This design comes from an exercise in tuning for small area, a short achievable clock period and few clock cycles on the open sky130 flow, not from production work.
Function was checked by simulation only, so behaviour that the tests miss may differ from the original.
Power and IR drop assume default switching activity.

`design/flow/design.v`:
```
`timescale 1ns/100ps
`default_nettype none
module pr_fifo #(
	parameter int WIDTH = 8,
	parameter int LOG_DEPTH = 2,
	parameter int DEPTH = 2**LOG_DEPTH,
	parameter int SHIFT = 0
) (
	input wire clk,
	input wire rst,
	input wire push,
	input wire [WIDTH-1:0] din,
	input wire pop,
	output logic [WIDTH-1:0] dout,
	output logic empty,
	output logic [LOG_DEPTH:0] count
);
	logic [WIDTH-1:0] mem [0:DEPTH-1];
	assign empty = (count == '0);
	always_ff @(posedge clk) begin
		if (rst)
			count <= '0;
		else
			count <= count + (LOG_DEPTH+1)'(push) - (LOG_DEPTH+1)'(pop);
	end
	if (SHIFT != 0) begin : g_shift
		assign dout = mem[0];
		always_ff @(posedge clk) begin
			for (int i = 0; i < DEPTH; i++) begin
				if (pop) begin
					if (push && (count == (LOG_DEPTH+1)'(i + 1)))
						mem[i] <= din;
					else if (i < DEPTH - 1)
						mem[i] <= mem[i+1];
				end else if (push && (count == (LOG_DEPTH+1)'(i))) begin
					mem[i] <= din;
				end
			end
		end
	end else begin : g_ring
		logic [LOG_DEPTH-1:0] wr_ptr;
		logic [LOG_DEPTH-1:0] rd_ptr;
		assign dout = mem[rd_ptr];
		always_ff @(posedge clk) begin
			if (rst) begin
				wr_ptr <= '0;
				rd_ptr <= '0;
			end else begin
				if (push)
					wr_ptr <= (wr_ptr == LOG_DEPTH'(DEPTH - 1)) ? '0 : wr_ptr + 1'b1;
				if (pop)
					rd_ptr <= (rd_ptr == LOG_DEPTH'(DEPTH - 1)) ? '0 : rd_ptr + 1'b1;
			end
		end
		always_ff @(posedge clk) begin
			if (push)
				mem[wr_ptr] <= din;
		end
	end
endmodule
`default_nettype wire
`timescale 1ns/100ps
`default_nettype none
module pr_divider (
	input wire clk,
	input wire rst,
	input wire start,
	input wire [63:0] dividend,
	input wire [31:0] divisor,
	output logic ready,
	output logic done,
	input wire take,
	output logic [63:0] quotient
);
	localparam int W = 8;
	localparam int KS = 2;
	localparam int KL = 1;
	logic [4:0] lz;
	logic found;
	logic [63:0] norm;
	logic pass;
	logic pow2;
	logic special;
	logic [1:0] shift;
	logic start_narrow;
	logic [4:0] nibbles;
	logic [15:0] z4;
	logic [7:0] z8;
	logic [3:0] z16;
	logic z32;
	logic [63:0] n32;
	logic [63:0] n16;
	logic [63:0] n8;
	always_comb begin
		for (int i = 0; i < 16; i++)
			z4[i] = (dividend[i*4 +: 4] == 4'd0);
		for (int i = 0; i < 8; i++)
			z8[i] = z4[2*i] && z4[2*i+1];
		for (int i = 0; i < 4; i++)
			z16[i] = z8[2*i] && z8[2*i+1];
		z32 = z16[2] && z16[3];
		lz[4] = 1'b0;
		lz[3] = z32;
		n32 = z32 ? {dividend[31:0], 32'd0} : dividend;
		lz[2] = z32 ? z16[1] : z16[3];
		n16 = lz[2] ? {n32[47:0], 16'd0} : n32;
		lz[1] = z8[{~lz[3], ~lz[2], 1'b1}];
		n8 = lz[1] ? {n16[55:0], 8'd0} : n16;
		lz[0] = z4[{~lz[3], ~lz[2], ~lz[1], 1'b1}];
		norm = lz[0] ? {n8[59:0], 4'd0} : n8;
		found = !(z32 && z16[1] && z16[0]);
		pow2 = (divisor[31:4] == '0) && ((divisor[3:0] == 4'd1) || (divisor[3:0] == 4'd2)
			|| (divisor[3:0] == 4'd4) || (divisor[3:0] == 4'd8));
		special = (divisor == '0) || pow2;
		shift = {divisor[3] | divisor[2], divisor[3] | divisor[1]};
		pass = special || !found;
		start_narrow = (divisor[31:W] == '0);
		nibbles = 5'd16 - lz;
	end
	localparam int NU = 1;
	logic [1:0] put_sel;
	logic [1:0] get_sel;
	logic [NU-1:0] u_start;
	logic [NU-1:0] u_ready;
	logic [NU-1:0] u_done;
	logic [NU-1:0] u_take;
	logic [63:0] u_quot [0:NU-1];
	logic [6:0] steps;
	assign steps = start_narrow ? 7'((nibbles * 4 + KS - 1) / KS) : 7'((nibbles * 4 + KL - 1) / KL);
	always_comb begin
		for (int i = 0; i < NU; i++) begin
			u_take[i] = take && (get_sel == 2'(i));
			u_start[i] = start && (put_sel == 2'(i));
		end
	end
	assign ready = u_ready[put_sel];
	assign done = u_done[get_sel];
	assign quotient = u_quot[get_sel];
	always_ff @(posedge clk) begin
		if (rst) begin
			put_sel <= '0;
			get_sel <= '0;
		end else begin
			if (start)
				put_sel <= (put_sel == 2'(NU - 1)) ? 2'd0 : put_sel + 1'b1;
			if (take && done)
				get_sel <= (get_sel == 2'(NU - 1)) ? 2'd0 : get_sel + 1'b1;
		end
	end
	for (genvar i = 0; i < NU; i++) begin : g_unit
		pr_div_unit u_unit (
			.clk(clk),
			.rst(rst),
			.start(u_start[i]),
			.load(special ? (dividend >> shift) : norm),
			.divisor(divisor),
			.pass(pass),
			.start_narrow(start_narrow),
			.steps(steps),
			.ready(u_ready[i]),
			.done(u_done[i]),
			.take(u_take[i]),
			.quotient(u_quot[i])
		);
	end
endmodule
module pr_div_unit (
	input wire clk,
	input wire rst,
	input wire start,
	input wire [63:0] load,
	input wire [31:0] divisor,
	input wire pass,
	input wire start_narrow,
	input wire [6:0] steps,
	output logic ready,
	output logic done,
	input wire take,
	output logic [63:0] quotient
);
	localparam int W = 8;
	localparam int KS = 2;
	localparam int KL = 1;
	logic busy;
	logic narrow;
	logic [6:0] steps_left;
	logic [31:0] rem;
	logic [31:0] div_r;
	logic [W+1:0] div3;
	logic [31:0] r_next;
	logic [63:0] q_next;
	always_comb begin
		logic [32:0] sh;
		logic [33:0] diff;
		logic [W-1:0] rs;
		logic [W+1:0] v;
		logic [W+2:0] t1;
		logic [W+2:0] t2;
		logic [W+2:0] t3;
		r_next = rem;
		q_next = quotient;
		sh = '0;
		diff = '0;
		rs = '0;
		v = '0;
		t1 = '0;
		t2 = '0;
		t3 = '0;
		if (narrow) begin
			rs = rem[W-1:0];
			for (int j = 0; j < KS / 2; j++) begin
				v = {rs, q_next[63:62]};
				t1 = {1'b0, v} - {3'b000, div_r[W-1:0]};
				t2 = {1'b0, v} - {2'b00, div_r[W-1:0], 1'b0};
				t3 = {1'b0, v} - {1'b0, div3};
				if (!t3[W+2]) begin
					rs = t3[W-1:0];
					q_next = {q_next[61:0], 2'd3};
				end else if (!t2[W+2]) begin
					rs = t2[W-1:0];
					q_next = {q_next[61:0], 2'd2};
				end else if (!t1[W+2]) begin
					rs = t1[W-1:0];
					q_next = {q_next[61:0], 2'd1};
				end else begin
					rs = v[W-1:0];
					q_next = {q_next[61:0], 2'd0};
				end
			end
			r_next = {{(32-W){1'b0}}, rs};
		end else begin
			for (int j = 0; j < KL; j++) begin
				sh = {r_next, q_next[63]};
				diff = {1'b0, sh} - {2'b00, div_r};
				r_next = diff[33] ? sh[31:0] : diff[31:0];
				q_next = {q_next[62:0], !diff[33]};
			end
		end
	end
	assign ready = !busy && (!done || take);
	always_ff @(posedge clk) begin
		if (rst) begin
			busy <= 1'b0;
			done <= 1'b0;
		end else begin
			if (take)
				done <= 1'b0;
			if (start) begin
				busy <= !pass;
				done <= pass;
			end else if (busy && steps_left == 7'd1) begin
				busy <= 1'b0;
				done <= 1'b1;
			end
		end
	end
	always_ff @(posedge clk) begin
		if (start) begin
			rem <= '0;
			div_r <= divisor;
			div3 <= {divisor[W-1:0], 1'b0} + {2'b00, divisor[W-1:0]};
			narrow <= start_narrow;
			quotient <= load;
			steps_left <= steps;
		end else if (busy) begin
			rem <= r_next;
			quotient <= q_next;
			steps_left <= steps_left - 1'b1;
		end
	end
endmodule
`default_nettype wire
`timescale 1ns/100ps
`default_nettype none
module pr_control (
	input wire clk,
	input wire rst,
	input wire softreg_req_valid,
	input wire softreg_req_is_write,
	input wire [31:0] softreg_req_addr,
	input wire [63:0] softreg_req_data,
	output logic softreg_resp_valid,
	output logic [63:0] softreg_resp_data,
	output logic rnd_start,
	output logic rnd_last,
	output logic [31:0] rnd_n_vertices,
	output logic [31:0] rnd_n_edges,
	output logic [63:0] rnd_vert_base,
	output logic [63:0] rnd_edge_base,
	output logic [63:0] rnd_rd_base,
	output logic [63:0] rnd_wr_base,
	input wire rnd_round_done
);
	localparam logic [2:0] IDLE = 3'd0;
	localparam logic [2:0] INIT = 3'd1;
	localparam logic [2:0] RUN = 3'd2;
	localparam logic [2:0] DONE = 3'd4;
	logic [2:0] state;
	logic [31:0] total_rounds;
	logic [31:0] done_rounds;
	logic [31:0] done_rounds_inc;
	logic reg_wr;
	logic start_wr;
	assign reg_wr = softreg_req_valid && softreg_req_is_write;
	assign start_wr = reg_wr && (softreg_req_addr == 32'h38);
	assign done_rounds_inc = done_rounds + 1'b1;
	logic [63:0] rounds_diff;
	logic next_last;
	pr_add64 u_rounds_diff (
		.a({32'd0, total_rounds}),
		.b({32'hffffffff, ~done_rounds}),
		.s(rounds_diff)
	);
	assign next_last = rounds_diff[63] || (rounds_diff[62:1] == '0);
	always_ff @(posedge clk) begin
		if (reg_wr) begin
			case (softreg_req_addr)
				32'h00: rnd_n_vertices <= softreg_req_data[31:0];
				32'h08: rnd_n_edges <= softreg_req_data[31:0];
				32'h10: rnd_vert_base <= softreg_req_data;
				32'h18: rnd_edge_base <= softreg_req_data;
				32'h20: rnd_rd_base <= softreg_req_data;
				32'h28: rnd_wr_base <= softreg_req_data;
				32'h30: total_rounds <= softreg_req_data[31:0];
				default: ;
			endcase
		end
		if (rnd_round_done) begin
			rnd_rd_base <= rnd_wr_base;
			rnd_wr_base <= rnd_rd_base;
		end
	end
	always_ff @(posedge clk) begin
		if (rst) begin
			state <= IDLE;
			rnd_start <= 1'b0;
			done_rounds <= '0;
		end else begin
			rnd_start <= 1'b0;
			case (state)
				INIT, RUN: begin
					if (rnd_round_done) begin
						done_rounds <= done_rounds_inc;
						state <= rnd_last ? DONE : RUN;
						rnd_last <= next_last;
					end
				end
				default: begin
					if (start_wr) begin
						state <= INIT;
						rnd_start <= 1'b1;
						done_rounds <= '0;
						rnd_last <= (total_rounds <= 32'd1);
					end
				end
			endcase
		end
	end
	always_ff @(posedge clk) begin
		if (rst)
			softreg_resp_valid <= 1'b0;
		else
			softreg_resp_valid <= softreg_req_valid && !softreg_req_is_write;
	end
	always_ff @(posedge clk) begin
		case (softreg_req_addr)
			32'h00: softreg_resp_data <= {32'd0, rnd_n_vertices};
			32'h08: softreg_resp_data <= {32'd0, rnd_n_edges};
			32'h10: softreg_resp_data <= rnd_vert_base;
			32'h18: softreg_resp_data <= rnd_edge_base;
			32'h20: softreg_resp_data <= rnd_rd_base;
			32'h28: softreg_resp_data <= rnd_wr_base;
			32'h30: softreg_resp_data <= {32'd0, total_rounds};
			32'h40: softreg_resp_data <= {61'd0, state};
			32'h48: softreg_resp_data <= {32'd0, done_rounds};
			default: softreg_resp_data <= '0;
		endcase
	end
endmodule
`default_nettype wire
`timescale 1ns/100ps
`default_nettype none
module pr_mem_reader (
	input wire clk,
	input wire rst,
	output logic [63:0] m_araddr,
	output logic [2:0] m_arprot,
	output logic m_arvalid,
	input wire m_arready,
	input wire [63:0] m_rdata,
	input wire [1:0] m_rresp,
	input wire m_rvalid,
	output logic m_rready,
	input wire rnd_start,
	input wire rnd_last,
	input wire rnd_round_done,
	input wire [31:0] rnd_n_vertices,
	input wire [31:0] rnd_n_edges,
	input wire [63:0] rnd_vert_base,
	input wire [63:0] rnd_edge_base,
	input wire [63:0] rnd_rd_base,
	input wire [63:0] rnd_wr_base,
	input wire [7-1:0] wr_acked,
	output logic vert_valid,
	input wire vert_ready,
	output logic vert_first,
	output logic [10-1:0] vert_in_deg,
	output logic [31:0] vert_out_deg,
	output logic score_valid,
	input wire score_ready,
	output logic [63:0] score_data
);
	localparam int VW = 7;
	localparam int EW = 10;
	localparam int VQ = 3;
	localparam int VD = 6;
	localparam int EQ = 3;
	localparam int TQ = 3;
	localparam logic [1:0] TAG_VERT = 2'd0;
	localparam logic [1:0] TAG_EDGE = 2'd1;
	localparam logic [1:0] TAG_SCORE = 2'd2;
	logic active;
	logic first;
	logic ahead;
	logic [VW-1:0] vert_cnt;
	logic [EW-1:0] edge_cnt;
	logic [EW-1:0] edge_credit;
	logic [EW-1:0] deg_new;
	logic [EW-1:0] credit_sum;
	logic [VQ:0] vert_used;
	logic [EQ:0] edge_used;
	logic round_issued;
	logic next_round;
	logic slot_free;
	logic src_ready;
	logic can_score;
	logic can_edge;
	logic can_vert;
	logic issue;
	logic issue_score;
	logic issue_edge;
	logic issue_vert;
	logic [63:0] addr_vert;
	logic [63:0] addr_edge;
	logic [63:0] addr_score;
	logic [1:0] tag_head;
	logic tag_empty;
	logic [TQ:0] tag_count;
	logic rd_take;
	logic vert_push;
	logic vert_push_first;
	logic edge_push;
	logic edge_empty;
	logic [5:0] edge_head;
	logic vq_empty;
	logic [VQ:0] vq_count;
	logic [EQ:0] eq_count;
	assign m_arprot = 3'b000;
	assign round_issued = (vert_cnt == rnd_n_vertices[VW-1:0])
		&& (first || ((edge_cnt == rnd_n_edges[EW-1:0]) && (edge_used == '0)));
	assign next_round = active && round_issued && !ahead;
	assign slot_free = !m_arvalid || m_arready;
	assign src_ready = !ahead || ({1'b0, edge_head} < wr_acked);
	assign can_score = !edge_empty && src_ready;
	assign can_edge = !first && (edge_cnt != rnd_n_edges[EW-1:0])
		&& (edge_credit != '0) && !edge_used[EQ];
	assign can_vert = (vert_cnt != rnd_n_vertices[VW-1:0]) && (vert_used != (VQ+1)'(VD));
	assign issue = slot_free && active && !tag_count[TQ]
		&& (can_score || can_edge || can_vert);
	assign issue_score = issue && can_score;
	assign issue_edge = issue && !can_score && can_edge;
	assign issue_vert = issue && !can_score && !can_edge;
	pr_add64 u_add_vert (
		.a(rnd_vert_base),
		.b({54'd0, vert_cnt, 3'b000}),
		.s(addr_vert)
	);
	pr_add64 u_add_edge (
		.a(rnd_edge_base),
		.b({51'd0, edge_cnt, 3'b000}),
		.s(addr_edge)
	);
	pr_add64 u_add_score (
		.a(ahead ? rnd_wr_base : rnd_rd_base),
		.b({55'd0, edge_head, 3'b000}),
		.s(addr_score)
	);
	always_ff @(posedge clk) begin
		if (rst) begin
			m_arvalid <= 1'b0;
		end else if (slot_free) begin
			m_arvalid <= issue;
		end
	end
	always_ff @(posedge clk) begin
		if (issue)
			m_araddr <= can_score ? addr_score : can_edge ? addr_edge : addr_vert;
	end
	always_ff @(posedge clk) begin
		if (rst) begin
			active <= 1'b0;
			first <= 1'b0;
			ahead <= 1'b0;
		end else if (rnd_start) begin
			active <= 1'b1;
			first <= 1'b1;
			ahead <= 1'b0;
		end else begin
			if (next_round) begin
				if (rnd_last)
					active <= 1'b0;
				first <= 1'b0;
				ahead <= !rnd_round_done;
			end else if (rnd_round_done) begin
				ahead <= 1'b0;
			end
		end
	end
	always_ff @(posedge clk) begin
		if (rst || rnd_start || next_round) begin
			vert_cnt <= '0;
			edge_cnt <= '0;
		end else begin
			if (issue_vert)
				vert_cnt <= vert_cnt + 1'b1;
			if (issue_edge)
				edge_cnt <= edge_cnt + 1'b1;
		end
		if (rst || rnd_start) begin
			edge_credit <= '0;
			deg_new <= '0;
		end else begin
			edge_credit <= issue_edge ? credit_sum - 1'b1 : credit_sum;
			deg_new <= (vert_push && !vert_push_first) ? m_rdata[32+EW-1:32] : '0;
		end
	end
	always_ff @(posedge clk) begin
		if (rst) begin
			vert_used <= '0;
			edge_used <= '0;
		end else begin
			vert_used <= vert_used + (VQ+1)'(issue_vert) - (VQ+1)'(vert_valid && vert_ready);
			edge_used <= edge_used + (EQ+1)'(issue_edge) - (EQ+1)'(issue_score);
		end
	end
	assign credit_sum = edge_credit + deg_new;
	logic head_score;
	logic sq_empty;
	logic [1:0] sq_count;
	assign head_score = m_rvalid && !tag_empty && (tag_head == TAG_SCORE);
	assign m_rready = tag_empty || (tag_head != TAG_SCORE) || !sq_count[1];
	assign rd_take = m_rvalid && m_rready;
	assign vert_push = rd_take && (tag_head == TAG_VERT);
	assign edge_push = rd_take && (tag_head == TAG_EDGE);
	assign score_valid = !sq_empty;
	pr_fifo #(.WIDTH(64), .LOG_DEPTH(1), .SHIFT(1)) u_score_fifo (
		.clk(clk),
		.rst(rst),
		.push(head_score && !sq_count[1]),
		.din(m_rdata),
		.pop(score_valid && score_ready),
		.dout(score_data),
		.empty(sq_empty),
		.count(sq_count)
	);
	logic [2:0] tag_in;
	logic [2:0] tag_out;
	assign tag_in = {issue_vert && first, issue_score ? TAG_SCORE : issue_edge ? TAG_EDGE : TAG_VERT};
	assign tag_head = tag_out[1:0];
	assign vert_push_first = tag_out[2];
	pr_fifo #(.WIDTH(3), .LOG_DEPTH(TQ), .SHIFT(1)) u_tag_fifo (
		.clk(clk),
		.rst(rst),
		.push(issue),
		.din(tag_in),
		.pop(rd_take),
		.dout(tag_out),
		.empty(tag_empty),
		.count(tag_count)
	);
	pr_fifo #(.WIDTH(1 + EW + 32), .LOG_DEPTH(VQ), .DEPTH(VD)) u_vert_fifo (
		.clk(clk),
		.rst(rst),
		.push(vert_push),
		.din({vert_push_first, m_rdata[32+EW-1:32], m_rdata[31:0]}),
		.pop(vert_valid && vert_ready),
		.dout({vert_first, vert_in_deg, vert_out_deg}),
		.empty(vq_empty),
		.count(vq_count)
	);
	assign vert_valid = !vq_empty;
	pr_fifo #(.WIDTH(6), .LOG_DEPTH(EQ), .SHIFT(1)) u_edge_fifo (
		.clk(clk),
		.rst(rst),
		.push(edge_push),
		.din(m_rdata[5:0]),
		.pop(issue_score),
		.dout(edge_head),
		.empty(edge_empty),
		.count(eq_count)
	);
endmodule
`default_nettype wire
`timescale 1ns/100ps
`default_nettype none
module pr_vertex_engine (
	input wire clk,
	input wire rst,
	input wire rnd_start,
	input wire [31:0] rnd_n_vertices,
	input wire vert_valid,
	output logic vert_ready,
	input wire vert_first,
	input wire [10-1:0] vert_in_deg,
	input wire [31:0] vert_out_deg,
	input wire score_valid,
	output logic score_ready,
	input wire [63:0] score_data,
	output logic res_valid,
	input wire res_take,
	output logic [63:0] res_data
);
	localparam int EW = 10;
	logic cur_valid;
	logic cur_first;
	logic [EW-1:0] deg_left;
	logic [31:0] out_deg;
	logic [63:0] sum;
	logic [16:0] init_val;
	logic init_busy;
	logic init_pend;
	logic div_start;
	logic div_ready;
	logic [63:0] div_dividend;
	logic [31:0] div_divisor;
	logic div_done;
	logic div_take;
	logic [63:0] div_quot;
	logic handoff;
	logic load;
	logic term_first;
	logic term_more;
	logic add;
	logic [EW-1:0] deg_base;
	logic [63:0] term;
	logic [63:0] sum_add;
	logic deg_zero;
	assign handoff = cur_valid && deg_zero && div_ready && !(init_busy && !init_pend);
	assign vert_ready = !cur_valid || handoff;
	assign load = vert_ready && vert_valid;
	assign term_first = load ? vert_first : cur_first;
	assign term_more = load ? (vert_in_deg != '0) : (cur_valid && !deg_zero);
	assign score_ready = term_more && !term_first;
	assign add = term_more && (term_first ? !init_busy : score_valid);
	assign deg_base = load ? vert_in_deg : deg_left;
	assign term = term_first ? {47'd0, init_val} : score_data;
	pr_add64 u_add (
		.a(sum),
		.b(cur_first ? {47'd0, init_val} : score_data),
		.s(sum_add)
	);
	always_ff @(posedge clk) begin
		if (rst) begin
			cur_valid <= 1'b0;
			init_busy <= 1'b0;
			init_pend <= 1'b0;
		end else if (rnd_start) begin
			cur_valid <= 1'b1;
			init_busy <= 1'b1;
			init_pend <= 1'b1;
		end else begin
			if (vert_ready)
				cur_valid <= vert_valid;
			if (handoff)
				init_pend <= 1'b0;
			if (div_done)
				init_busy <= 1'b0;
		end
	end
	always_ff @(posedge clk) begin
		if (rnd_start) begin
			cur_first <= 1'b0;
			out_deg <= rnd_n_vertices;
			deg_left <= '0;
			deg_zero <= 1'b1;
			sum <= 64'h10000;
		end else begin
			if (load) begin
				cur_first <= vert_first;
				out_deg <= vert_out_deg;
			end
			if (load || add) begin
				deg_left <= deg_base - EW'(add);
				deg_zero <= (deg_base == EW'(add));
			end
			if (load)
				sum <= add ? term : 64'd0;
			else if (add)
				sum <= sum_add;
		end
		if (div_done && init_busy)
			init_val <= div_quot[16:0];
	end
	assign div_start = handoff;
	assign div_dividend = sum;
	assign div_divisor = out_deg;
	assign res_valid = div_done && !init_busy;
	assign res_data = div_quot;
	assign div_take = init_busy || res_take;
	pr_divider u_divider (
		.clk(clk),
		.rst(rst),
		.start(div_start),
		.dividend(div_dividend),
		.divisor(div_divisor),
		.ready(div_ready),
		.done(div_done),
		.take(div_take),
		.quotient(div_quot)
	);
endmodule
module pr_add64 (
	input wire [63:0] a,
	input wire [63:0] b,
	output logic [63:0] s
);
	logic [63:0] g [0:6];
	logic [63:0] p [0:6];
	always_comb begin
		g[0] = a & b;
		p[0] = a ^ b;
		for (int k = 0; k < 6; k++) begin
			for (int i = 0; i < 64; i++) begin
				if (((i >> k) & 1) == 1) begin
					g[k+1][i] = g[k][i] | (p[k][i] & g[k][((i >> k) << k) - 1]);
					p[k+1][i] = p[k][i] & p[k][((i >> k) << k) - 1];
				end else begin
					g[k+1][i] = g[k][i];
					p[k+1][i] = p[k][i];
				end
			end
		end
		s = p[0] ^ {g[6][62:0], 1'b0};
	end
endmodule
`default_nettype wire
`timescale 1ns/100ps
`default_nettype none
module pr_writeback (
	input wire clk,
	input wire rst,
	output logic [63:0] m_awaddr,
	output logic [2:0] m_awprot,
	output logic m_awvalid,
	input wire m_awready,
	output logic [63:0] m_wdata,
	output logic [7:0] m_wstrb,
	output logic m_wvalid,
	input wire m_wready,
	input wire [1:0] m_bresp,
	input wire m_bvalid,
	output logic m_bready,
	input wire rnd_start,
	input wire [31:0] rnd_n_vertices,
	input wire [63:0] rnd_rd_base,
	input wire [63:0] rnd_wr_base,
	output logic rnd_round_done,
	output logic [7-1:0] wr_acked,
	input wire res_valid,
	output logic res_take,
	input wire [63:0] res_data
);
	localparam int VW = 7;
	logic [VW-1:0] idx;
	logic idx_last;
	logic ack_last;
	logic ahead;
	logic put;
	logic wb_free;
	assign m_awprot = 3'b000;
	assign m_wstrb = 8'hff;
	assign m_bready = 1'b1;
	assign put = res_valid && wb_free;
	assign res_take = put;
	assign rnd_round_done = m_bvalid && ack_last;
	always_ff @(posedge clk) begin
		if (rst) begin
			m_awvalid <= 1'b0;
			m_wvalid <= 1'b0;
		end else begin
			if (m_awready)
				m_awvalid <= 1'b0;
			if (m_wready)
				m_wvalid <= 1'b0;
			if (put) begin
				m_awvalid <= 1'b1;
				m_wvalid <= 1'b1;
			end
		end
	end
	always_ff @(posedge clk) begin
		if (rst || rnd_start)
			wb_free <= 1'b1;
		else if (put)
			wb_free <= 1'b0;
		else
			wb_free <= !(m_awvalid && !m_awready) && !(m_wvalid && !m_wready)
				&& !(ahead && !rnd_round_done && idx_last);
	end
	always_ff @(posedge clk) begin
		if (rst || rnd_start) begin
			idx <= '0;
			idx_last <= (rnd_n_vertices[VW-1:0] == VW'(1));
			wr_acked <= '0;
			ack_last <= (rnd_n_vertices[VW-1:0] == VW'(1));
			ahead <= 1'b0;
		end else begin
			if (put) begin
				idx <= idx_last ? '0 : idx + 1'b1;
				idx_last <= idx_last ? (rnd_n_vertices[VW-1:0] == VW'(1))
					: (idx + VW'(2) == rnd_n_vertices[VW-1:0]);
			end
			if (rnd_round_done) begin
				wr_acked <= '0;
				ack_last <= (rnd_n_vertices[VW-1:0] == VW'(1));
			end else if (m_bvalid) begin
				wr_acked <= wr_acked + 1'b1;
				ack_last <= (wr_acked + VW'(2) == rnd_n_vertices[VW-1:0]);
			end
			if (put && idx_last)
				ahead <= 1'b1;
			else if (rnd_round_done)
				ahead <= 1'b0;
		end
	end
	logic [63:0] awaddr_next;
	pr_add64 u_add_aw (
		.a(ahead ? rnd_rd_base : rnd_wr_base),
		.b({54'd0, idx, 3'b000}),
		.s(awaddr_next)
	);
	always_ff @(posedge clk) begin
		if (put) begin
			m_awaddr <= awaddr_next;
			m_wdata <= res_data;
		end
	end
endmodule
`default_nettype wire
`timescale 1ns/100ps
`default_nettype none
module pagerank_top (
	input wire clk,
	input wire rst,
	output logic [63:0] m_araddr,
	output logic [2:0] m_arprot,
	output logic m_arvalid,
	input wire m_arready,
	input wire [63:0] m_rdata,
	input wire [1:0] m_rresp,
	input wire m_rvalid,
	output logic m_rready,
	output logic [63:0] m_awaddr,
	output logic [2:0] m_awprot,
	output logic m_awvalid,
	input wire m_awready,
	output logic [63:0] m_wdata,
	output logic [7:0] m_wstrb,
	output logic m_wvalid,
	input wire m_wready,
	input wire [1:0] m_bresp,
	input wire m_bvalid,
	output logic m_bready,
	input wire softreg_req_valid,
	input wire softreg_req_is_write,
	input wire [31:0] softreg_req_addr,
	input wire [63:0] softreg_req_data,
	output logic softreg_resp_valid,
	output logic [63:0] softreg_resp_data
);
	logic vert_valid;
	logic vert_ready;
	logic [10-1:0] vert_in_deg;
	logic [31:0] vert_out_deg;
	logic score_valid;
	logic score_ready;
	logic [63:0] score_data;
	logic res_valid;
	logic res_take;
	logic [63:0] res_data;
	logic rnd_start;
	logic rnd_last;
	logic [7-1:0] wr_acked;
	logic vert_first;
	logic [31:0] rnd_n_vertices;
	logic [31:0] rnd_n_edges;
	logic [63:0] rnd_vert_base;
	logic [63:0] rnd_edge_base;
	logic [63:0] rnd_rd_base;
	logic [63:0] rnd_wr_base;
	logic rnd_round_done;
	pr_control u_control (
		.clk(clk),
		.rst(rst),
		.softreg_req_valid(softreg_req_valid),
		.softreg_req_is_write(softreg_req_is_write),
		.softreg_req_addr(softreg_req_addr),
		.softreg_req_data(softreg_req_data),
		.softreg_resp_valid(softreg_resp_valid),
		.softreg_resp_data(softreg_resp_data),
		.rnd_start(rnd_start),
		.rnd_last(rnd_last),
		.rnd_n_vertices(rnd_n_vertices),
		.rnd_n_edges(rnd_n_edges),
		.rnd_vert_base(rnd_vert_base),
		.rnd_edge_base(rnd_edge_base),
		.rnd_rd_base(rnd_rd_base),
		.rnd_wr_base(rnd_wr_base),
		.rnd_round_done(rnd_round_done)
	);
	pr_mem_reader u_mem_reader (
		.clk(clk),
		.rst(rst),
		.m_araddr(m_araddr),
		.m_arprot(m_arprot),
		.m_arvalid(m_arvalid),
		.m_arready(m_arready),
		.m_rdata(m_rdata),
		.m_rresp(m_rresp),
		.m_rvalid(m_rvalid),
		.m_rready(m_rready),
		.rnd_start(rnd_start),
		.rnd_last(rnd_last),
		.rnd_round_done(rnd_round_done),
		.rnd_n_vertices(rnd_n_vertices),
		.rnd_n_edges(rnd_n_edges),
		.rnd_vert_base(rnd_vert_base),
		.rnd_edge_base(rnd_edge_base),
		.rnd_rd_base(rnd_rd_base),
		.rnd_wr_base(rnd_wr_base),
		.wr_acked(wr_acked),
		.vert_valid(vert_valid),
		.vert_ready(vert_ready),
		.vert_first(vert_first),
		.vert_in_deg(vert_in_deg),
		.vert_out_deg(vert_out_deg),
		.score_valid(score_valid),
		.score_ready(score_ready),
		.score_data(score_data)
	);
	pr_vertex_engine u_vertex_engine (
		.clk(clk),
		.rst(rst),
		.rnd_start(rnd_start),
		.rnd_n_vertices(rnd_n_vertices),
		.vert_valid(vert_valid),
		.vert_ready(vert_ready),
		.vert_first(vert_first),
		.vert_in_deg(vert_in_deg),
		.vert_out_deg(vert_out_deg),
		.score_valid(score_valid),
		.score_ready(score_ready),
		.score_data(score_data),
		.res_valid(res_valid),
		.res_take(res_take),
		.res_data(res_data)
	);
	pr_writeback u_writeback (
		.clk(clk),
		.rst(rst),
		.m_awaddr(m_awaddr),
		.m_awprot(m_awprot),
		.m_awvalid(m_awvalid),
		.m_awready(m_awready),
		.m_wdata(m_wdata),
		.m_wstrb(m_wstrb),
		.m_wvalid(m_wvalid),
		.m_wready(m_wready),
		.m_bresp(m_bresp),
		.m_bvalid(m_bvalid),
		.m_bready(m_bready),
		.rnd_start(rnd_start),
		.rnd_n_vertices(rnd_n_vertices),
		.rnd_rd_base(rnd_rd_base),
		.rnd_wr_base(rnd_wr_base),
		.rnd_round_done(rnd_round_done),
		.wr_acked(wr_acked),
		.res_valid(res_valid),
		.res_take(res_take),
		.res_data(res_data)
	);
endmodule
`default_nettype wire
```
`design/flow/run.sh`:
```
#!/bin/bash
# synth_recipe.tcl (not shown) runs the flow's synth.tcl, then flattens the netlist and writes it again
# the make line also repeats each setting of config.mk as NAME=value (left out here)
make -C /OpenROAD-flow-scripts/flow DESIGN_CONFIG=/design/flow/config.mk WORK_HOME=/design/flow/orfs CLKGATE_MAP_FILE= SYNTH_SCRIPT=/design/flow/synth_recipe.tcl finish
```
`design/flow/config.mk`:
```
export PLATFORM = sky130hd
export DESIGN_NAME = pagerank_top
export DESIGN_NICKNAME = pagerank_top
export VERILOG_FILES = /design/flow/design.v
export SDC_FILE = /design/flow/constraint.sdc
export NUM_CORES = 4
export LEC_CHECK = 0
export CAP_MARGIN = 20
export CORE_MARGIN = 2
export CORE_UTILIZATION = 40
export PLACE_DENSITY = 0.6
export SETUP_SLACK_MARGIN = 3.0
export SLEW_MARGIN = 20
```
`design/flow/constraint.sdc`:
```
create_clock -name core_clock -period 7.0 [get_ports {clk}]
set_input_delay 1.4000 -clock core_clock [delete_from_list [all_inputs] [get_ports {clk}]]
set_output_delay 1.4000 -clock core_clock [all_outputs]
set_load 0.01 [all_outputs]
```
==> metrics.csv, run 1 <==
stage,metric,value,unit
clock_network,number_of_h_tree_levels,4,
synth,yosysTopAreaCell,sky130_fd_sc_hd__edfxtp_1,
sta,max_freq,0.2413,GHz
final_layout,stdcell_area,0.09340,mm^2
sta,max_slew.worst_pin.slew,1154,ps
die,die_w,448.0,um
critical_path,crit_buf_inv,0,
pwr,switching_share,34.20,%
clock_network,clock_insertion_delay_at_the_later_pin_of_the_skew_report,830,ps
synth,yosys.area.top_type_share,42.39,%
synth,synth_edf_count,1113,
die,die_y,448.0,um
die,row_count,162,
grt,grt_antenna_before_repair,39,
worst_hold_path,hold_path.class,register to register,
critical_path,crit_type,register to register,
critical_path,critical_path.cell_chain,nor2b_4 -> fa_2 -> a21o_1 -> a311o_1 -> o311a_1 -> o311a_4 -> nor2_4 -> fa_1 -> nand2_1 -> nor3_2 -> nand4b_1 -> or4_1 -> nor4_2 -> nand4_1 -> a2111oi_4 -> o2111ai_2 -> o21ai_2,
critical_path,critical_path_required,7640,ps
sta,final-setup-viol-count,0,
grt,maximum_number_of_pins_on_one_net_before_global_route_repair,100,
sta,worst_slack,2856,ps
critical_path,crit_path_start_kind,register,
synth,synthCells,7224,
place,detailed_place_hpwl,186400,um
clock_network,cts_made_buffers,163,
die,ios,449,
drt,route.detailed.drc,0,
final_layout,fin_cells,10390,
drt,dr.first_iter.drc_count,6665,
drt,first_pass_iters,8,
final_layout,drive_gt1_share,12.05,%
sta,final_min_period_over_clock_period,59.20,%
place,buffer_ports.inserted,429,
pwr,switching_power,10.17,mW
run_status,outcome,timing/DRC/antenna clean,
job,cap_viol_max_count,0,
clock_network,numClockSinks,1475,
pwr,pwr-share-seq,38.3,%
synth,synthAdderAreaFrac,4.831,%
drt,num_vias,60980,
synth,ys_seq_area_share,51.58,%
clock_network,hold_buffers,0,
synth,dominant_combinational_cell_family_by_area_after_synthesis,simple AND/OR/NAND/NOR gates,
pwr,internal-power,19.56,mW
drt,wirelength,266800,um
critical_path,critical_path_slowest_stage_cell,sky130_fd_sc_hd__or4_1,
sta,timing.setup.tns,0,ps
sta,final.min_clock_period,4144,ps
synth,syn_area_per_cell,10.91,um^2
sta,report.final.slew_viol_count,0,
die,initial_standard_cell_utilization_of_the_core,40.35,%
die,fp.dieArea,0.2007,mm^2
synth,netlist-cell-type-count,102,
clock_network,tritoncts,done,
synth,synth_simple_gate_area_share,12.78,%
grt,grtUsageTotal,25.60,%
pwr,ir_worst_vdd,0.2551,mV
sta,timing.clock.skew,37.91,ps
synth,compound_gate_portion_of_the_synthesized_area,12.12,%
synth,synth-xor-area-share,4.710,%
final_layout,num-nets-final,8069,
synth,synth_seq_cells,1475,
drt,vias_per_cell,5.867,
critical_path,cp-end-kind,register,
pwr,power.share.combinational,31.4,%
grt,first_global_vias,56840,
drt,avgRoutedWirePerCell,25.67,um
die,placeableCoreArea,0.1954,mm^2
grt,grt_pass1_wl,383800,um
synth,synth_warnings,17,
sta,hold_violations,0,
place,gp_congestion,0.9658,
pwr,power_density,318.3,mW/mm^2
critical_path,worst_path_largest_cell_delay,410,ps
grt,grt_overflow_total,0,
place,place_ws,1703,ps
synth,synth.area.top_cells,"sky130_fd_sc_hd__edfxtp_1 42%, sky130_fd_sc_hd__dfxtp_1 9.2%, sky130_fd_sc_hd__mux2i_1 6.3%",
sta,slew_headroom,22.38,%
pwr,p_leak,34.12,nW
sta,setup_repair_after_global_routing_missed_its_margin,yes,
clock_network,cts.root.buffer_cell,sky130_fd_sc_hd__clkbuf_16,
critical_path,critPathArrivalTime,4790,ps
critical_path,path_max_fanout,2,
pwr,pwr-share-clk,30.3,%
place,postPlaceCellArea,0.08623,mm^2
synth,yosys_most_used_dff,sky130_fd_sc_hd__edfxtp_1,
final_layout,area_delta_synth_final,18.47,%
critical_path,largest_delay_share_family_worst_path,compound AO/OA/AOI/OAI gates,
clock_network,cts_clock_pin_slew_for_the_worst_setup_and_hold_paths,60,ps
synth,post_syn_area,0.07884,mm^2
drt,final_antenna_net_count,0,
synth,async_flop_share,0,%
pwr,p_total,29.73,mW
place,placed_cells_incl_taps,9987,
synth,synthMuxAreaShare,10.58,%
clock_network,cts_buffer_depth,3,
area by class of cell:
| cell class | instances | area, um^2 |
|---|---|---|
| Clock inverter | 81 | 977.2 |
| Fill cell | 17620 | 102000 |
| Multi-Input combinational cell | 5095 | 36610 |
| Clock buffer | 224 | 4644 |
| Inverter | 241 | 935.9 |
| Sequential cell | 1475 | 40710 |
| Antenna cell | 21 | 52.55 |
| Timing Repair Buffer | 632 | 6182 |
| Timing Repair inverter | 1 | 7.507 |
| Tap cell | 2624 | 3283 |
repair_timing:
item / in CTS / in global routing
endpoints found under the setup margin: 734 / 437
pin swaps: 23 / 32
resized for setup: 88 / 71
gates cloned: 4 / 4
buffers inserted: 33 / 40
stage by stage:
stage | hold WS [ps] | utilization (%)
after floorplan | 426.8 | -
after global placement | 438.0 | 44.12
after detailed placement | 438.9 | 44.13
after CTS | 434.7 | 47.41
after global routing | 454.3 | 47.79
final | 448.9 | 47.80
sequential cells by signal (all words and copies together), names as in the netlist, 17 cells and up, named ones only:
name / count
u_control.total_rounds: 32
u_control.rnd_wr_base: 64
u_mem_reader.m_araddr: 64
u_vertex_engine.init_val: 17
u_vertex_engine.u_divider.g_unit.u_unit.rem: 32
u_control.rnd_n_edges: 32
u_mem_reader.u_score_fifo.mem: 128
u_mem_reader.u_edge_fifo.mem: 48
u_control.rnd_rd_base: 64
u_mem_reader.u_tag_fifo.mem: 24
u_control.done_rounds: 32
u_control.rnd_vert_base: 64
u_vertex_engine.u_divider.g_unit.u_unit.div_r: 31
u_control.softreg_resp_data: 64
u_control.rnd_edge_base: 64
u_vertex_engine.u_divider.g_unit.u_unit.quotient: 64
u_vertex_engine.out_deg: 32
u_writeback.m_awaddr: 64
u_vertex_engine.sum: 64
u_mem_reader.u_vert_fifo.mem: 258
u_control.rnd_n_vertices: 32
u_writeback.m_wdata: 64
path summary, 6_finish.rpt:
check | from | endpoint | slack [ps] | cells past startpoint
worst min register to register | u_vertex_engine.out_deg[24] | register | 450 | 0
worst max-delay path | u_control.total_rounds[0] | u_control.rnd_last | 2860 | 17
worst min-delay path | u_vertex_engine.out_deg[24] | register | 450 | 0
worst max register to register | u_control.total_rounds[0] | u_control.rnd_last | 2860 | 17
power groups by stage:
| stage | clock network, mW | registers, mW | logic, mW |
|---|---|---|---|
| 2_1_floorplan | 0 | 11.1 | 6.21 |
| 3_3_place_gp | 0 | 11.5 | 8.34 |
| 3_5_place_dp | 0 | 11.6 | 8.49 |
| 4_1_cts | 9.14 | 11.4 | 8.82 |
| 5_1_grt | 9.48 | 11.5 | 10.0 |
| 6_report | 9.01 | 11.4 | 9.33 |
synthesized netlist by cell type (65+ instances only):
cell type and n:
sky130_fd_sc_hd__a22oi_1 81, sky130_fd_sc_hd__o211ai_1 65, sky130_fd_sc_hd__nand2_1 826, sky130_fd_sc_hd__mux2i_1 496, sky130_fd_sc_hd__nor2_1 477, sky130_fd_sc_hd__clkbuf_1 298, sky130_fd_sc_hd__a21o_1 69, sky130_fd_sc_hd__nand4_1 94
sky130_fd_sc_hd__dfxtp_1 362, sky130_fd_sc_hd__nor3_1 90, sky130_fd_sc_hd__xor2_1 232, sky130_fd_sc_hd__nor2b_1 102, sky130_fd_sc_hd__o22ai_1 95, sky130_fd_sc_hd__nand3_1 218, sky130_fd_sc_hd__edfxtp_1 1113, sky130_fd_sc_hd__mux2_2 214
sky130_fd_sc_hd__ha_1 258, sky130_fd_sc_hd__and3_1 65, sky130_fd_sc_hd__o21ai_0 352, sky130_fd_sc_hd__a21oi_1 345, sky130_fd_sc_hd__xnor2_1 192, sky130_fd_sc_hd__inv_1 233
logic make-up after synthesis:
| family | after synthesis |
|---|---|
| and+or+nand+nor | 2152 |
| DFF | 1475 |
| AOI/OAI and AO/OA | 1461 |
| muxes | 753 |
| buffers and inverters | 670 |
| xor gates and xnor gates | 424 |
| adders and majority gates | 287 |
| other | 2 |
worst register-to-register path, cell delays in order, from the launching register on:
cell	delay (ps)
sky130_fd_sc_hd__edfxtp_1	400
sky130_fd_sc_hd__nor2b_4	150
sky130_fd_sc_hd__fa_2	360
sky130_fd_sc_hd__a21o_1	180
sky130_fd_sc_hd__a311o_1	300
sky130_fd_sc_hd__o311a_1	340
sky130_fd_sc_hd__o311a_4	340
sky130_fd_sc_hd__nor2_4	90
sky130_fd_sc_hd__fa_1	160
sky130_fd_sc_hd__nand2_1	60
sky130_fd_sc_hd__nor3_2	140
sky130_fd_sc_hd__nand4b_1	90
sky130_fd_sc_hd__or4_1	410
sky130_fd_sc_hd__nor4_2	140
sky130_fd_sc_hd__nand4_1	160
sky130_fd_sc_hd__a2111oi_4	270
sky130_fd_sc_hd__o2111ai_2	170
sky130_fd_sc_hd__o21ai_2	220
routing by layer:
layer	up-vias	GRT usage, %	routed length [um]
li1	27570	-	-
met5	-	0	114
met2	2717	38.21	116300
met3	460	5.043	23320
met1	30220	36.52	116400
met4	18	9.962	10660
cell usage in the layout, fill, tap and decap left out, drive strengths merged, types with 192 or more instances in the layout:
cell type and instances:
xor2 232, clkbuf 226, nand3 219, mux2 214
inv 246, nand2 828, edfxtp 1113, buf 203
a21oi 346, clkdlybuf4s50 426, dfxtp 362, nor2 478
xnor2 192, o21ai 359, mux2i 496, ha 258
Testbench counts, summed over its fixed seeds: cycles 20,343.
==> run 2, diff against run 1 <==
--- a/design/flow/config.mk
+++ b/design/flow/config.mk
@@ -9,5 +9,5 @@
 export CORE_MARGIN = 2
 export CORE_UTILIZATION = 40
 export PLACE_DENSITY = 0.6
-export SETUP_SLACK_MARGIN = 3.0
+export SETUP_SLACK_MARGIN = 3.5
 export SLEW_MARGIN = 20
==> metrics.csv, run 2 <==
stage,metric,value,unit,change
critical_path,crit_type,register to register,,
clock_network,cts.root.buffer_cell,sky130_fd_sc_hd__clkbuf_16,,
final_layout,layout.cells.most_common,sky130_fd_sc_hd__edfxtp_1,,
pwr,p_total,30.63,mW,+3.0%
final_layout,layout_common_cells,"1113 x sky130_fd_sc_hd__edfxtp_1, 802 x sky130_fd_sc_hd__nand2_1, 488 x sky130_fd_sc_hd__mux2i_1",,
critical_path,crit_path_end,u_control.rnd_last,,
sta,timing.clock.skew,36.22,ps,-1.690 ps
die,ios,449,,unchanged
critical_path,crit_path_start_kind,register,,
final_layout,fillCellCount,17350,,-1.5%
critical_path,critical_path.cell_chain,nor2b_4 -> fa_2 -> a21o_1 -> a311o_1 -> o311a_1 -> o311a_4 -> nor2_4 -> fa_1 -> xnor2_1 -> a2111oi_1 -> o2111ai_1 -> nor4_1 -> nand4_1 -> a2111oi_4 -> o2111ai_1 -> o21ai_1,,
critical_path,critical_path_slowest_stage_cell,sky130_fd_sc_hd__o311a_4,,
final_layout,num-nets-final,8226,,+1.9%
critical_path,reg2reg_depth,16,,-1
drt,route.detailed.drc,0,,unchanged
sta,max_freq,0.2333,GHz,-3.3%
grt,first_global_vias,58000,,+2.0%
worst_hold_path,hold_path.class,register to register,,
sta,slew_headroom,24.88,%,+2.5 points
clock_network,tritoncts,done,,
clock_network,hold_buffers,0,,unchanged
sta,report.final.slew_viol_count,0,,unchanged
pwr,switching_share,34.07,%,-0.14 points
clock_network,numClockSinks,1475,,unchanged
synth,synth_seq_cells,1475,,unchanged
sta,max_slew.worst_pin.slew,1115,ps,-38.70 ps
sta,setup_repair_after_global_routing_missed_its_margin,yes,,
die,fp.dieArea,0.2007,mm^2,unchanged
drt,final_antenna_net_count,0,,unchanged
synth,ys_seq_area_share,51.58,%,unchanged
place,gp_congestion,0.9401,,-2.7%
die,die_w,448.0,um,unchanged
grt,grt_overflow_total,0,,unchanged
synth,yosys_most_used_dff,sky130_fd_sc_hd__edfxtp_1,,
final_layout,fin_cells,10550,,+1.5%
drt,num_vias,61910,,+1.5%
place,detailed_place_hpwl,186400,um,about the same
clock_network,number_of_h_tree_levels,4,,unchanged
clock_network,cts_buffer_depth,3,,unchanged
sta,final_min_period_over_clock_period,61.23,%,+2.0 points
synth,synth.area.top_cells,"sky130_fd_sc_hd__edfxtp_1 42%, sky130_fd_sc_hd__dfxtp_1 9.2%, sky130_fd_sc_hd__mux2i_1 6.3%",,
clock_network,cts_clock_pin_slew_for_the_worst_setup_and_hold_paths,60,ps,about the same
grt,maximum_number_of_pins_on_one_net_before_global_route_repair,85,,-15%
pwr,internal-power,20.19,mW,+3.2%
critical_path,largest_delay_share_family_worst_path,compound AO/OA/AOI/OAI gates,,
pwr,pwr-share-clk,28.6,%,-1.7 points
final_layout,area_delta_synth_final,22.49,%,
synth,synth_edf_count,1113,,unchanged
drt,dr.first_iter.drc_count,6875,,+3.2%
drt,avgRoutedWirePerCell,25.75,um,+0.35%
pwr,switching_power,10.43,mW,+2.6%
critical_path,worst_r2r_endpoint,u_control.rnd_last,,
sta,timing.setup.tns,0,ps,unchanged
synth,synthCells,7224,,unchanged
grt,grt_antenna_before_repair,38,,-2.6%
sta,worst_slack,2714,ps,-142.3 ps
grt,grt_pass1_wl,390700,um,+1.8%
sta,final-setup-viol-count,0,,unchanged
synth,async_flop_share,0,%,unchanged
critical_path,worst_path_largest_cell_delay,410,ps,about the same
final_layout,reg_top3,"u_mem_reader.u_vert_fifo.mem: 258 flops, u_mem_reader.u_score_fifo.mem: 128 flops",,
place,buffer_ports.inserted,429,,unchanged
pwr,p_leak,35.50,nW,+4.0%
die,die_y,448.0,um,unchanged
place,place_ws,1834,ps,+131.1 ps
pwr,power_density,317.1,mW/mm^2,-0.37%
pwr,ir_worst_vdd,0.3117,mV,+22%
synth,yosys.area.top_type_share,42.39,%,unchanged
die,row_count,162,,unchanged
critical_path,regToRegSetupSlack,2710,ps,-140 ps
synth,yosysTopAreaCell,sky130_fd_sc_hd__edfxtp_1,,
critical_path,cp-end-kind,register,,
sta,hold_violations,0,,unchanged
final_layout,drive_gt1_share,16.19,%,+4.1 points
critical_path,crit_buf_inv,0,,unchanged
pwr,power.share.combinational,34.1,%,+2.7 points
sta,timing.hold.ws,448.6,ps,-0.2890 ps
synth,syn_area_per_cell,10.91,um^2,unchanged
synth,synth_top_cells_by_count,"1113 x sky130_fd_sc_hd__edfxtp_1, 826 x sky130_fd_sc_hd__nand2_1, 496 x sky130_fd_sc_hd__mux2i_1",,
drt,first_pass_iters,9,,+1
critical_path,crit_path_frequent_cell,sky130_fd_sc_hd__o2111ai_1,,
pwr,pwr-share-seq,37.3,%,-1.0 points
place,placed_cells_incl_taps,9995,,+0.080%
critical_path,path_max_fanout,2,,unchanged
sta,final.min_clock_period,4286,ps,+142.3 ps
drt,vias_per_cell,5.868,,about the same
critical_path,timing.rr.start,u_control.total_rounds[0],,
die,initial_standard_cell_utilization_of_the_core,40.35,%,unchanged
run_status,outcome,timing/DRC/antenna clean,,
synth,post_syn_area,0.07884,mm^2,unchanged
critical_path,timing.critical_path.from,u_control.total_rounds[0],,
synth,netlist-cell-type-count,102,,unchanged
clock_network,cts_made_buffers,164,,+0.61%
synth,synth_warnings,17,,unchanged
drt,wirelength,271700,um,+1.9%
grt,grtUsageTotal,26.11,%,+0.51 points
die,placeableCoreArea,0.1954,mm^2,unchanged
final_layout,registers.top_by_ff_count,u_mem_reader.u_vert_fifo.mem,,
final_layout,seqCellArea,0.04072,mm^2,about the same
synth,most_instantiated_library_cell_after_synthesis,sky130_fd_sc_hd__edfxtp_1,,
critical_path,critical_path_required,7670,ps,+30 ps
critical_path,critPathArrivalTime,4960,ps,+170 ps
critical_path,timing.critical_path.depth,16,,-1
final_layout,multi_input_area,0.03805,mm^2,+3.9%
job,cap_viol_max_count,0,,unchanged
final_layout,largest_reg_flops,258,,unchanged
clock_network,clock_insertion_delay_at_the_later_pin_of_the_skew_report,830,ps,about the same
==> run 2: cell counts after synthesis <==
Identical to the previous run, type by type.
==> run 2: layer usage <==
metal | GRT usage, % | part of all wire, %
met1 | 37.32 | 43
met2 | 38.84 | 44
met3 | 5.033 | 9.1
met4 | 10.42 | 3.7
met5 | 0 | 0.048
==> run 2: power groups by stage <==
| stage | Clock, mW | Combinational (mW) | Sequential [mW] |
|---|---|---|---|
| 4_1_cts | 8.87 | 9.56 | 11.4 |
| 5_1_grt | 9.21 | 11.2 | 11.5 |
| 3_3_place_gp | 0 | 8.27 | 11.6 |
| 3_5_place_dp | 0 | 8.42 | 11.6 |
| 2_1_floorplan | 0 | 6.19 | 11.1 |
| 6_report | 8.75 | 10.4 | 11.4 |
==> run 2: layout make-up <==
cell class,count,area share (%)
timing repair buffer,787,8.385
timing repair inverter,2,0.01296
clock buffer,228,4.817
inverter,241,0.9729
antenna,22,0.05700
sequential,1475,42.17
multi-input combinational,5095,39.39
tap,2624,3.399
clock inverter,77,0.7967
==> run 2: how the worst min path moves through the flow <==
stage                                      from  endpoint  slack [ps]  cells after the start
detailed placement  u_vertex_engine.out_deg[24]  register         440                      0
floorplan           u_vertex_engine.out_deg[12]  register         430                      0
global route        u_vertex_engine.out_deg[24]  register         460                      0
finish              u_vertex_engine.out_deg[11]  register         450                      0
global placement    u_vertex_engine.out_deg[27]  register         440                      0
CTS                 u_vertex_engine.out_deg[24]  register         430                      0
==> run 2: repair_timing <==
| action | CTS | global route |
|---|---|---|
| pin swaps | 76 | 127 |
| setup endpoints to repair | 1214 | 777 |
| cloned | 14 | 6 |
| setup buffers | 138 | 71 |
| hold endpoints to repair | 0 | 0 |
| gates resized for setup | 273 | 258 |
==> run 2: cells by family after synthesis <==
group	share of synthesized area, %
and+or+nand+nor	12.78
DFF	51.58
AOI/OAI and AO/OA	12.12
muxes	10.58
buffers and inverters	3.385
xor gates and xnor gates	4.710
adders and majority gates	4.831
other	0.009525
==> run 2: through the flow <==
step           area, um^2  util, %
3_3_place_gp        86510    44.27
5_1_grt             96570    49.42
3_5_place_dp        86510    44.27
2_1_floorplan       79660        -
6_report            96580    49.43
4_1_cts             94720    48.47

==> static timing again, ports no longer ideal <==
The results above use ideal ports. As a check the final layouts listed here were re-extracted and re-timed, cells and wires unchanged.
Step 1 assumes that a clkbuf_16 drives the clock port and a buf_2 every other input.
Step 2 also shifts input and output timing later by t, the mid clock arrival at the registers, as if the neighbouring blocks saw the same clock.
Three values: ideal, step 1, step 2; two values: the first two.
run	shift t [ns]	setup slack, ns	clock arrival spread, ns	worst slew at a driven data input, ns
run 1	0.893	2.856 / 2.856 / 2.195	0.040 / 0.040	0.22
run 2	0.894	2.714 / 2.714 / 2.714	0.040 / 0.040	0.21
After both steps setup and hold are still met in every run listed. For run 1, which loses most, drivers alone change the setup slack by 0.000 ns; drivers and shift together by -0.661 ns.
